Source: an optimization exercise on an open RTL-to-GDS flow (aim: small area). Production flows keep margins and buffers that such runs may drop.
In this exercise RTL edits were held to simulation tests only and were not proved equivalent to the original.
Power figures rest on the tool's default switching activity, not on a simulated workload.

--- run.sh ---
#!/bin/bash
# synth_recipe.tcl (not shown) runs the flow's synth.tcl, then flattens the netlist and writes it again
# the make line also repeats each setting of config.mk as NAME=value (left out here)
make -C /OpenROAD-flow-scripts/flow DESIGN_CONFIG=/design/flow/config.mk WORK_HOME=/design/flow/orfs CLKGATE_MAP_FILE= SYNTH_SCRIPT=/design/flow/synth_recipe.tcl finish
--- config.mk ---
export PLATFORM = sky130hd
export DESIGN_NAME = keccak_load_top
export DESIGN_NICKNAME = keccak_load_top
export VERILOG_FILES = /design/flow/design.v
export SDC_FILE = /design/flow/constraint.sdc
export NUM_CORES = 4
export LEC_CHECK = 0
export CAP_MARGIN = 20
export CORE_AREA = 10 10 420 420
export DIE_AREA = 0 0 430 430
export PLACE_DENSITY = 0.7
export SLEW_MARGIN = 20
--- constraint.sdc ---
create_clock -name core_clock -period 6.0 [get_ports {clk}]
set_input_delay 1.2000 -clock core_clock [delete_from_list [all_inputs] [get_ports {clk}]]
set_output_delay 1.2000 -clock core_clock [all_outputs]
set_load 0.01 [all_outputs]
--- design.v ---
package keccak_pkg;
    localparam int LANE_W = 64;
    localparam int RATE_SHAKE128 = 1344;
    localparam int RATE_SHAKE256 = 1088;
    localparam int DEPTH_SHAKE128 = RATE_SHAKE128 / LANE_W;
    localparam int DEPTH_SHAKE256 = RATE_SHAKE256 / LANE_W;
    typedef logic [1:0] mode_t;
    localparam mode_t SHAKE128_MODE = 2'b00;
    localparam mode_t SHAKE256_MODE = 2'b01;
    typedef logic [4:0]               lane_count_t;
    typedef logic [31:0]              out_size_t;
    typedef logic [31:0]              msg_len_t;
    typedef logic [RATE_SHAKE128-1:0] rate_block_t;
    localparam logic [7:0] DOMAIN_PAD = 8'h1F;
    localparam logic [7:0] FINAL_PAD  = 8'h80;
    function automatic logic [LANE_W-1:0] byte_swap(input logic [LANE_W-1:0] word);
        logic [LANE_W-1:0] swapped;
        integer i;
        for (i = 0; i < LANE_W / 8; i = i + 1) begin
            swapped[8*i +: 8] = word[LANE_W-8-8*i +: 8];
        end
        byte_swap = swapped;
    endfunction
endpackage
`timescale 1ns/1ns
module size_counter #(
    parameter int W = 64
) (
    input  logic                 clk,
    input  logic                 rst_n,
    input  logic                 header_load,
    input  keccak_pkg::msg_len_t length_in,
    input  logic                 load_enable,
    output logic                 last_word,
    output logic [2:0]           remainder_bytes,
    output logic                 msg_done
);
    localparam int REM_MSB = $clog2(W) - 1;
    localparam keccak_pkg::msg_len_t STEP = keccak_pkg::msg_len_t'(W);
    keccak_pkg::msg_len_t bits_left;
    always_ff @(posedge clk or negedge rst_n) begin
        if (!rst_n) begin
            bits_left <= '0;
        end else if (header_load) begin
            bits_left <= length_in;
        end else if (load_enable) begin
            if (bits_left <= STEP) begin
                bits_left <= '0;
            end else begin
                bits_left <= bits_left - STEP;
            end
        end
    end
    assign last_word = (bits_left != '0) && (bits_left <= STEP);
    assign remainder_bytes = bits_left[REM_MSB:3];
    assign msg_done = (bits_left == '0);
endmodule
`timescale 1ns/1ns
module padding_generator #(
    parameter int W = 64
) (
    input  logic         clk,
    input  logic         rst_n,
    input  logic [W-1:0] data_in,
    input  logic         last_word,
    input  logic [2:0]   remainder_bytes,
    input  logic         msg_done,
    input  logic         last_lane,
    input  logic         padding_reset,
    output logic [W-1:0] data_out,
    output logic         last_block
);
    localparam logic [W-1:0] DOMAIN_TOP = {keccak_pkg::DOMAIN_PAD, {(W-8){1'b0}}};
    logic         pad_pending;
    logic         partial_word;
    logic         fresh_domain;
    logic [W-1:0] keep_mask;
    logic [W-1:0] base_word;
    assign partial_word = last_word && (remainder_bytes != 3'd0);
    assign fresh_domain = msg_done && pad_pending;
    assign keep_mask = ~({W{1'b1}} >> {remainder_bytes, 3'b000});
    always_comb begin
        if (msg_done) begin
            base_word = pad_pending ? DOMAIN_TOP : '0;
        end else if (partial_word) begin
            base_word = (data_in & keep_mask) | (DOMAIN_TOP >> {remainder_bytes, 3'b000});
        end else begin
            base_word = data_in;
        end
    end
    assign last_block = last_lane && (!pad_pending || partial_word || fresh_domain);
    assign data_out = last_block ? (base_word | {{(W-8){1'b0}}, keccak_pkg::FINAL_PAD})
                                 : base_word;
    always_ff @(posedge clk or negedge rst_n) begin
        if (!rst_n) begin
            pad_pending <= 1'b0;
        end else if (padding_reset) begin
            pad_pending <= 1'b1;
        end else if (partial_word || fresh_domain) begin
            pad_pending <= 1'b0;
        end
    end
endmodule
`timescale 1ns/1ns
module sipo_buffer #(
    parameter int W     = 64,
    parameter int DEPTH = 21
) (
    input  logic                    clk,
    input  logic                    rst_n,
    input  logic                    en,
    input  logic [W-1:0]            data_in,
    output keccak_pkg::rate_block_t data_out
);
    logic [W*DEPTH-1:0] lanes;
    always_ff @(posedge clk or negedge rst_n) begin
        if (!rst_n) begin
            lanes <= '0;
        end else if (en) begin
            lanes <= {data_in, lanes[W*DEPTH-1:W]};
        end
    end
    assign data_out = lanes;
endmodule
`timescale 1ns/1ns
module load_datapath #(
    parameter int W = 64
) (
    input  logic                    clk,
    input  logic                    rst_n,
    input  logic                    header_load,
    input  logic                    load_enable,
    input  logic                    padding_reset,
    input  logic [W-1:0]            data_in,
    output logic                    msg_done,
    output logic                    buffer_full,
    output logic                    last_input_block,
    output keccak_pkg::rate_block_t block_out,
    output keccak_pkg::mode_t       operation_mode,
    output keccak_pkg::out_size_t   output_size
);
    keccak_pkg::mode_t       mode_reg;
    keccak_pkg::lane_count_t fill_cnt;
    keccak_pkg::lane_count_t depth;
    logic                    last_lane;
    logic                    last_word;
    logic [2:0]              remainder_bytes;
    logic                    last_word_taken;
    logic                    pad_word_taken;
    logic [W-1:0]            padded_word;
    logic [W-1:0]            lane_le;
    keccak_pkg::rate_block_t buffer_out;
    always_ff @(posedge clk or negedge rst_n) begin
        if (!rst_n) begin
            mode_reg    <= keccak_pkg::SHAKE128_MODE;
            output_size <= '0;
        end else if (header_load) begin
            mode_reg    <= data_in[62:61];
            output_size <= {4'b0000, data_in[59:32]};
        end
    end
    assign operation_mode = header_load ? data_in[62:61] : mode_reg;
    always_comb begin
        case (mode_reg)
            keccak_pkg::SHAKE128_MODE: depth = keccak_pkg::lane_count_t'(keccak_pkg::DEPTH_SHAKE128);
            keccak_pkg::SHAKE256_MODE: depth = keccak_pkg::lane_count_t'(keccak_pkg::DEPTH_SHAKE256);
            default:                   depth = keccak_pkg::lane_count_t'(keccak_pkg::DEPTH_SHAKE128);
        endcase
    end
    assign last_lane   = (fill_cnt == depth - 1'b1);
    assign buffer_full = load_enable && last_lane;
    always_ff @(posedge clk or negedge rst_n) begin
        if (!rst_n) begin
            fill_cnt <= '0;
        end else if (header_load || buffer_full) begin
            fill_cnt <= '0;
        end else if (load_enable) begin
            fill_cnt <= fill_cnt + 1'b1;
        end
    end
    size_counter #(
        .W (W)
    ) u_size_counter (
        .clk             (clk),
        .rst_n           (rst_n),
        .header_load     (header_load),
        .length_in       (data_in[31:0]),
        .load_enable     (load_enable),
        .last_word       (last_word),
        .remainder_bytes (remainder_bytes),
        .msg_done        (msg_done)
    );
    assign last_word_taken = last_word && load_enable;
    assign pad_word_taken  = msg_done && load_enable;
    padding_generator #(
        .W (W)
    ) u_padding_generator (
        .clk             (clk),
        .rst_n           (rst_n),
        .data_in         (data_in),
        .last_word       (last_word_taken),
        .remainder_bytes (remainder_bytes),
        .msg_done        (pad_word_taken),
        .last_lane       (last_lane),
        .padding_reset   (padding_reset),
        .data_out        (padded_word),
        .last_block      (last_input_block)
    );
    assign lane_le = keccak_pkg::byte_swap(padded_word);
    sipo_buffer #(
        .W     (W),
        .DEPTH (keccak_pkg::DEPTH_SHAKE128)
    ) u_sipo_buffer (
        .clk      (clk),
        .rst_n    (rst_n),
        .en       (load_enable),
        .data_in  (lane_le),
        .data_out (buffer_out)
    );
    assign block_out = (mode_reg == keccak_pkg::SHAKE256_MODE)
                     ? (buffer_out >> (keccak_pkg::RATE_SHAKE128 - keccak_pkg::RATE_SHAKE256))
                     : buffer_out;
endmodule
`timescale 1ns/1ns
module load_control (
    input  logic clk,
    input  logic rst_n,
    input  logic start,
    input  logic data_valid,
    input  logic msg_done,
    input  logic buffer_full,
    input  logic last_input_block,
    output logic header_load,
    output logic load_enable,
    output logic padding_reset,
    output logic need_data,
    output logic block_valid,
    output logic last_block,
    output logic busy,
    output logic done
);
    typedef enum logic [2:0] {
        IDLE,
        ABSORB,
        PAD,
        EMIT,
        FINISH
    } state_t;
    state_t state;
    state_t state_next;
    assign header_load   = start && ((state == IDLE) || (state == FINISH));
    assign padding_reset = header_load;
    assign need_data = (state == ABSORB) && !msg_done;
    assign load_enable = (state == PAD) || ((state == ABSORB) && (msg_done || data_valid));
    assign block_valid = (state == EMIT);
    assign done        = (state == FINISH);
    assign busy        = (state == ABSORB) || (state == PAD) || (state == EMIT);
    always_comb begin
        state_next = state;
        case (state)
            IDLE, FINISH: begin
                state_next = start ? ABSORB : IDLE;
            end
            ABSORB: begin
                if (buffer_full) begin
                    state_next = EMIT;
                end else if (msg_done) begin
                    state_next = PAD;
                end
            end
            PAD: begin
                if (buffer_full) begin
                    state_next = EMIT;
                end
            end
            EMIT: begin
                if (last_block) begin
                    state_next = FINISH;
                end else if (msg_done) begin
                    state_next = PAD;
                end else begin
                    state_next = ABSORB;
                end
            end
            default: begin
                state_next = IDLE;
            end
        endcase
    end
    always_ff @(posedge clk or negedge rst_n) begin
        if (!rst_n) begin
            state <= IDLE;
        end else begin
            state <= state_next;
        end
    end
    always_ff @(posedge clk or negedge rst_n) begin
        if (!rst_n) begin
            last_block <= 1'b0;
        end else if (header_load) begin
            last_block <= 1'b0;
        end else if (buffer_full) begin
            last_block <= last_input_block;
        end
    end
endmodule
`timescale 1ns/1ns
module keccak_load_top #(
    parameter int W = 64
) (
    input  logic                    clk,
    input  logic                    rst_n,
    input  logic                    start,
    input  logic                    data_valid,
    input  logic [W-1:0]            data_in,
    output logic                    need_data,
    output logic                    block_valid,
    output logic                    last_block,
    output keccak_pkg::rate_block_t block_out,
    output keccak_pkg::mode_t       operation_mode,
    output keccak_pkg::out_size_t   output_size,
    output logic                    busy,
    output logic                    done
);
    logic header_load;
    logic load_enable;
    logic padding_reset;
    logic msg_done;
    logic buffer_full;
    logic last_input_block;
    load_control u_load_control (
        .clk              (clk),
        .rst_n            (rst_n),
        .start            (start),
        .data_valid       (data_valid),
        .msg_done         (msg_done),
        .buffer_full      (buffer_full),
        .last_input_block (last_input_block),
        .header_load      (header_load),
        .load_enable      (load_enable),
        .padding_reset    (padding_reset),
        .need_data        (need_data),
        .block_valid      (block_valid),
        .last_block       (last_block),
        .busy             (busy),
        .done             (done)
    );
    load_datapath #(
        .W (W)
    ) u_load_datapath (
        .clk              (clk),
        .rst_n            (rst_n),
        .header_load      (header_load),
        .load_enable      (load_enable),
        .padding_reset    (padding_reset),
        .data_in          (data_in),
        .msg_done         (msg_done),
        .buffer_full      (buffer_full),
        .last_input_block (last_input_block),
        .block_out        (block_out),
        .operation_mode   (operation_mode),
        .output_size      (output_size)
    );
endmodule
==> notes.md <==
==> per-layer routing <==
layer  global-route usage, %  vias to the layer above  routed length (um)
li1                        -                    26700                   -
met1                    41.6                    29700              125000
met4                    19.5                       28               22300
met5                       0                        -                 204
met3                    8.48                      608               26900
met2                    47.8                     2760              135000
==> final timing paths <==
path	start	endpoint	slack [ns]	cells after the start
setup / recovery	u_load_datapath.u_size_counter.bits_left[28]	need_data	1.04	5
hold / removal	rst_n	u_load_datapath.u_sipo_buffer.lanes[946]	0.37	1
setup reg to reg	u_load_datapath.u_size_counter.bits_left[28]	u_load_datapath.u_sipo_buffer.lanes[1219]	2.44	7
hold reg to reg	u_load_datapath.u_sipo_buffer.lanes[34]	u_load_datapath.u_sipo_buffer.lanes[34]	0.46	2
max in group asynchronous	rst_n	u_load_datapath.output_size[7]	3.96	3
min in group core_clock	u_load_datapath.u_sipo_buffer.lanes[34]	u_load_datapath.u_sipo_buffer.lanes[34]	0.46	2
==> cell usage after synthesis, types with 4 or more instances <==
cell / count
a211oi_1: 4
a21oi_1: 28
a221o_1: 15
a22o_1: 24
a31oi_1: 10
and2_1: 261
and3_1: 5
buf_2: 141
buf_4: 5
clkbuf_1: 330
dfrtp_1: 1416
ha_1: 5
inv_1: 10
mux2_2: 1088
mux2i_1: 4
nand2_1: 4008
nand3_1: 19
nand3b_1: 4
nand4_1: 4
nor2_1: 37
nor3_1: 17
nor4_1: 7
o211ai_1: 5
o21ai_0: 50
or3_1: 5
or4_1: 9
==> cell usage in the layout, fill, tap and decap left out, types with 5 or more instances in the layout <==
cell type / synthesis / final
a21oi_1: 28 / 27
a221o_1: 15 / 15
a22o_1: 24 / 24
a31oi_1: 10 / 10
and2_1: 261 / 260
and3_1: 5 / 5
buf_12: 0 / 42
buf_4: 5 / 63
bufinv_16: 0 / 7
clkbuf_1: 330 / 39
clkbuf_16: 0 / 162
clkbuf_8: 0 / 41
clkdlybuf4s50_1: 0 / 1445
clkinv_2: 0 / 25
dfrtp_1: 1416 / 1416
diode_2: 0 / 8
ha_1: 5 / 5
inv_1: 10 / 10
mux2_2: 1088 / 1088
nand2_1: 4008 / 4007
nand3_1: 19 / 19
nor2_1: 37 / 37
nor3_1: 17 / 17
nor4_1: 7 / 6
o211ai_1: 5 / 5
o21ai_0: 50 / 50
or3_1: 5 / 5
or4_1: 9 / 9
==> cell type report <==
type,count,area (um^2)
Tap cell,2204,2760
Clock buffer,242,4760
Fill cell,15000,76800
Inverter,10,37.5
Antenna cell,8,20.0
Clock inverter,46,593
Timing Repair Buffer,1552,15800
Sequential cell,1416,35400
Multi-Input combinational cell,5669,31000
==> logic make-up (layout without fill, tap and decap cells) <==
| family | count (synthesis) | count (layout) | synth area share [%] |
|---|---|---|---|
| mux | 1092 | 1092 | 18.0 |
| flops | 1416 | 1416 | 51.8 |
| compound gates | 163 | 163 | 1.63 |
| xor+xnor | 4 | 4 | 0.0512 |
| buf+inv | 489 | 1850 | 2.97 |
| other cells | 1 | 12 | 0.00548 |
| fa+ha+maj | 5 | 5 | 0.0915 |
| simple gates | 4401 | 4401 | 25.5 |
==> report_power, final <==
group | internal (mW) | switching [mW] | total, mW
Clock | 5.81 | 4.20 | 10.0
Sequential | 10.6 | 1.69 | 12.3
Combinational | 4.71 | 5.37 | 10.1
==> metrics by stage <==
step / power, mW / setup WS (ns) / cells
2_1_floorplan: 16.4 / 2.72 / 7574
3_3_place_gp: 22.3 / 1.60 / 10900
3_5_place_dp: 22.4 / 1.62 / 10900
4_1_cts: 32.5 / 0.977 / 11100
5_1_grt: 33.5 / 0.815 / 11100
6_report: 32.4 / 1.04 / 11100
==> impl_metrics.csv <==
group,metric,value,unit
global_routing,grt_use_total,32.1,%
finish,stdcell_area,90400,um^2
drt,drc_errors,0,
yosys,async_reset_ff_share,100,%
cts,cts_hold_buf,0,
drt,drt-wirelength-per-cell,27.8,um
finish,final_core_util,54.1,%
sta,rsz0062_at_grt,"false",
cts,cts.sinks,1416,
pwr,powerDensity,358,nW/um^2
die,start_util,40.9,%
drt,drtIter0Drc,6813,
yosys,synth_seq_area_share,51.8,%
critical_path,crit_arrival,3.76,ns
drt,vias,59800,
global_routing,grt_max_degree,233,
cts,clk_pin_slew_worst_paths,0.06,ns
yosys,synthFlopType,"dfrtp_1",
yosys,synth_edf_count,0,
global_routing,grt_first_pass_wirelength,434000,um
pwr,leakage,46.1,nW
drt,vias_per_cell,5.36,
drt,ant_nets,0,
sta,post-route-min-period,4.96,ns
yosys,ys_ff_latch,1416,
die,core,167000,um^2
cts,htreeDepth,4,
sta,tightest_slew,1.11,ns
drt,routed_wl,310000,um
yosys,synth_warnings,5,
finish,largest_reg_flops,1344,
worst_hold_path,hold_path.class,"primary input to async pin",
pwr,vdd_drop_max,0.000279,V
critical_path,worstPathRequired,4.80,ns
yosys,synth_area,68400,um^2
global_routing,antenna_found_initial,41,
placement,dpl_cell_area,85000,um^2
critical_path,cp_top_family,"simple AND/OR/NAND/NOR gates",
yosys,synth_top_area_share,51.8,%
placement,portBuffers,1446,
global_routing,overflow,0,
critical_path,crit_type,"register to primary output",
cts,cts_tree,"built",
critical_path,worst-path-buf-inv,1,
critical_path,endpoint_kind,"primary output",
yosys,yosysTopAreaCell,"dfrtp_1",
placement,dp_hpwl,238000,um
drt,first_pass_iters,6,
cts,cts_made_buffers,159,
critical_path,cp_max_fo,10,
die,die_w,430,um
sta,fmax,0.202,GHz
die,rows,150,
die,die_area,185000,um^2
finish,drive_gt1_share,16.4,%
finish,reg.largest.list,"u_load_datapath.u_sipo_buffer.lanes (1344), u_load_datapath.u_size_counter.bits_left (32), u_load_datapath.output_size (28)",
placement,place_congestion,0.991,
critical_path,slowest_stage,"nor4_4",
sta,post-route-period-util,82.6,%
sta,setup_tns,0,ns
sta,fin_skew,0.0540,ns
die,die_y,430,um
cts,clockBufferDepth,3,
yosys,syn_area_per_cell,9.04,um^2
cts,ctsResizeCount,0,
sta,setup_viol,0,
yosys,synthCells,7571,
sta,slew_violations,0,
cts,post_cts_buffers,0,
critical_path,max_stage_delay,0.70,ns
finish,area_growth,32.2,%
cts,insertion_delay,0.80,ns
sta,hold_viol,0,
run,drv_cap,0,
critical_path,path_cells,"or4_1 -> nor4_4 -> and2_1 -> a21oi_1 -> clkdlybuf4s50_1",
critical_path,cp-start-kind,"register",
sta,slew_headroom,25.8,%
global_routing,grt_pass1_vias,56700,
yosys,synth_area_leaders,"dfrtp_1, nand2_1, mux2_2",
cts,root_buffer,"clkbuf_16",
finish,nNetsFinal,8881,
finish,regMostFlops,"u_load_datapath.u_sipo_buffer.lanes",
die,ios,1451,
status,status,"complete, no violations",
yosys,synth_cell_types,60,
sta,whs,0.367,ns

==> afterwards: timing with drivers on the ports <==
How much do the figures lean on ideal ports? The routed layout below was timed once more, with nothing changed but the port constraints.
Step 1: set_driving_cell puts a clkbuf_16 on clk and a buf_2 on each other input, an assumption about the parent block.
Step 2 adds t to the input delays and takes it off the output delays; t is the mean of the earliest and latest rising clock arrival at the registers after step 1. Input paths then give back, and output paths get back, about the clock's delay inside the block.
Slacks: no drivers / after step 1 / after step 2; pairs: no drivers / after step 1.
t, ns: 0.857
setup WS [ns]: 1.042 / 0.959 / 1.588
worst setup path at the end: input to output
cell pins on the clock port's net: 1
After both steps setup and hold are still met in this run. For this run, drivers alone change the setup slack by -0.083 ns; drivers and shift together by +0.546 ns.
